Context: an optimization exercise on an open-source flow, tuned for small area. The choices shown serve that exercise and are no tape-out recipe. Function was checked by simulation only, so behaviour that the tests miss may differ from the original.

== run a ==
==> module cpu_pmp_match, before the edit <==
module cpu_pmp_match #(
    parameter int ENTRIES = 16
) (
    input  logic [ENTRIES-1:0][31:0] pmpaddr,   
    input  logic [ENTRIES-1:0]       valid,     
    input  logic [ENTRIES-1:0][31:0] dc,        
    input  logic [ENTRIES-1:0]       tor,       
    input  logic [ENTRIES-1:0]       nx,        
    input  logic [ENTRIES-1:0]       napot,     
    input  logic [ENTRIES-1:0][2:0]  perm,      
    input  logic [ENTRIES-1:0]       lock,
    input  logic [31:0]              addr,
    input  logic                     mmode,
    output logic [2:0]               rwx,
    output logic                     hit
);
    logic [29:0]        w;
    logic [ENTRIES-1:0] lt;
    logic [ENTRIES-1:0] match;
    logic               wz;
    logic               unused_addr_bits;
    assign w                = addr[31:2];
    assign unused_addr_bits = ^addr[1:0];
    assign wz               = ~|w[29:1];
    for (genvar i = 0; i < ENTRIES; i++) begin : g_entry
        logic [30:0] c;
        logic [29:0] ok;
        logic        eq_raw;
        logic        eq;
        assign c[0] = 1'b0;
        for (genvar j = 0; j < 30; j++) begin : g_bit
            assign c[j+1] = pmpaddr[i][j] ? (~w[j] | c[j]) : (~w[j] & c[j]);
            assign ok[j]  = (w[j] ~^ pmpaddr[i][j]) | dc[i][j];
        end
        assign lt[i] = valid[i] & (c[30] | pmpaddr[i][31] | pmpaddr[i][30]);
        assign eq_raw = (&ok) & (~pmpaddr[i][31] | dc[i][31]) & (~pmpaddr[i][30] | dc[i][30]);
        assign eq     = valid[i] ? eq_raw : (wz & (~w[0] | napot[i]));
        if (i == 0) begin : g_first
            assign match[i] = (tor[i] & lt[i]) | (nx[i] & eq);
        end else begin : g_rest
            assign match[i] = (tor[i] & lt[i] & ~lt[i-1]) | (nx[i] & eq);
        end
    end
    always_comb begin
        hit = 1'b0;
        rwx = mmode ? 3'b111 : 3'b000;
        for (int i = ENTRIES - 1; i >= 0; i--) begin
            if (match[i]) begin
                hit = 1'b1;
                rwx = (lock[i] || !mmode) ? perm[i] : 3'b111;
            end
        end
    end
endmodule
clock: 11.0 ns
lec_check: 0
cap_margin: 20
core_margin: 2
core_utilization: 35
gpl_timing_driven: 0
setup_slack_margin: 0.5
slew_margin: 20
standard.sh (not shown) runs the stock make flow with config.mk's settings and CLKGATE_MAP_FILE= SYNTH_SCRIPT=/design/flow/synth_recipe.tcl, a recipe that flattens the netlist after the stock synthesis.
==> flow/flow/run.sh <==
#!/bin/bash
# Own layout flow: the standard flow (standard.sh), with these changes:
#  - synthesis: ABC's mapping script is flow/abc_map.script (delay-targeted
#    mapping with area recovery) instead of ORFS's minimum-delay mapping;
#    everything else in synthesis, register mapping included, is the standard flow's.
#  - port buffers are buf_4 cells (ORFS picks clkdlybuf4s50_1).
#  - clock tree synthesis inserts no dummy loads and uses clkbuf_4/clkbuf_8
#    buffers.
# Each tool's output is in own_flow.log and ORFS's logs under orfs/logs.
set -euo pipefail
W=$(pwd)
{
  echo 'proc abc {args} {'
  echo '  set i [lsearch -exact $args -script]'
  echo "  if {\$i >= 0} { set args [lreplace \$args \$i [expr {\$i + 1}] -script $W/flow/abc_map.script] }"
  echo '  yosys abc {*}$args'
  echo '}'
  cat synth_recipe.tcl
} > own_synth.tcl
sed "s#SYNTH_SCRIPT=[^ ]*synth_recipe.tcl#SYNTH_SCRIPT=$W/own_synth.tcl#" standard.sh > own_standard.sh
grep -q "SYNTH_SCRIPT=$W/own_synth.tcl" own_standard.sh
export BUFFER_PORTS_ARGS="-buffer_cell sky130_fd_sc_hd__buf_4"
export CTS_ARGS="-sink_clustering_enable -repair_clock_nets -dont_use_dummy_load -buf_list {sky130_fd_sc_hd__clkbuf_4 sky130_fd_sc_hd__clkbuf_8}"
bash own_standard.sh > own_flow.log 2>&1
==> flow/flow/abc_map.script <==
strash
dch
map -D 3500 -B 0.9
topo
stime -c
Run a finished end to end and its layout was clean on timing, DRC and antenna.
### run a -> run b
-- flow/design.v --
<<< run a, line 38
    assign wz               = ~|w[29:1];
    for (genvar i = 0; i < ENTRIES; i++) begin : g_entry
        logic [30:0] c;
        logic [29:0] ok;
        logic        eq_raw;
        logic        eq;
        assign c[0] = 1'b0;
        for (genvar j = 0; j < 30; j++) begin : g_bit
            assign c[j+1] = pmpaddr[i][j] ? (~w[j] | c[j]) : (~w[j] & c[j]);
            assign ok[j]  = (w[j] ~^ pmpaddr[i][j]) | dc[i][j];
        end
        assign lt[i] = valid[i] & (c[30] | pmpaddr[i][31] | pmpaddr[i][30]);
        assign eq_raw = (&ok) & (~pmpaddr[i][31] | dc[i][31]) & (~pmpaddr[i][30] | dc[i][30]);
        assign eq     = valid[i] ? eq_raw : (wz & (~w[0] | napot[i]));
>>> run b, line 38
    assign wz               = ~|w[29:1];
    for (genvar i = 0; i < ENTRIES; i++) begin : g_entry
        logic [29:0] e;
        logic [29:0] ok;
        logic [2:0]  blt;
        logic [2:0]  beq;
        logic [3:0]  bc;
        logic        eq_raw;
        logic        eq;
        for (genvar j = 0; j < 30; j++) begin : g_bit
            assign e[j]  = w[j] ~^ pmpaddr[i][j];
            assign ok[j] = e[j] | dc[i][j];
        end
        for (genvar b = 0; b < 3; b++) begin : g_blk
            logic [10:0] c;
            assign c[0] = 1'b0;
            for (genvar k = 0; k < 10; k++) begin : g_k
                assign c[k+1] = pmpaddr[i][10*b+k] ? (~w[10*b+k] | c[k]) : (~w[10*b+k] & c[k]);
            end
            assign blt[b] = c[10];
            assign beq[b] = &e[10*b +: 10];
        end
        assign bc[0] = 1'b0;
        for (genvar b = 0; b < 3; b++) begin : g_comb
            assign bc[b+1] = blt[b] | (beq[b] & bc[b]);
        end
        assign lt[i] = valid[i] & (bc[3] | pmpaddr[i][31] | pmpaddr[i][30]);
        assign eq_raw = (&ok) & (~pmpaddr[i][31] | dc[i][31]) & (~pmpaddr[i][30] | dc[i][30]);
        assign eq     = valid[i] ? eq_raw : (wz & (~w[0] | napot[i]));
Results
Every stage of the flow completed for run b, and the final layout passed the timing, DRC and antenna checks.
Going from run a to run b, area enclosed by the die boundary shows a reduction of about 1.6%; first-pass iteration count of the detailed router shows an increase of 4; cell area reported after detailed placement shows a reduction of 3.2%; first-pass GRT wire length shows a reduction of 29 mm; pre-CTS worst setup slack shows an increase of 940 ps.
Run comparison: run a timing endpoint of the critical path lookup_hit_o[0]; run b timing endpoint of the critical path lookup_hit_o[1]

[port drivers added, routing unchanged]
In the flow no input, the clock included, has a driving cell. The finished layouts below were timed again as built, in two steps.
Step 1 assumes that a clkbuf_16 drives the clock port and a buf_2 every other input.
Step 2 times the ports against the registers' clock, not the clock port: input delays grow and output delays shrink by t, the midpoint of the rising clock arrivals with the driver on.
Slacks: ideal / step 1 / step 2; pairs: ideal / step 1.
run	shift t [ns]	setup WS [ns]	worst hold slack (ns)	slew at the worst register clock pin (ns)
run a	1.021	0.450 / 0.423 / 0.423	0.476 / 0.476 / 0.476	0.07 / 0.07
run b	1.018	0.475 / 0.447 / 0.447	0.486 / 0.486 / 0.486	0.07 / 0.07
After both steps every run listed still meets setup and hold. For run b, which loses most, drivers alone change the setup slack by -0.028 ns; drivers and shift together by -0.028 ns.
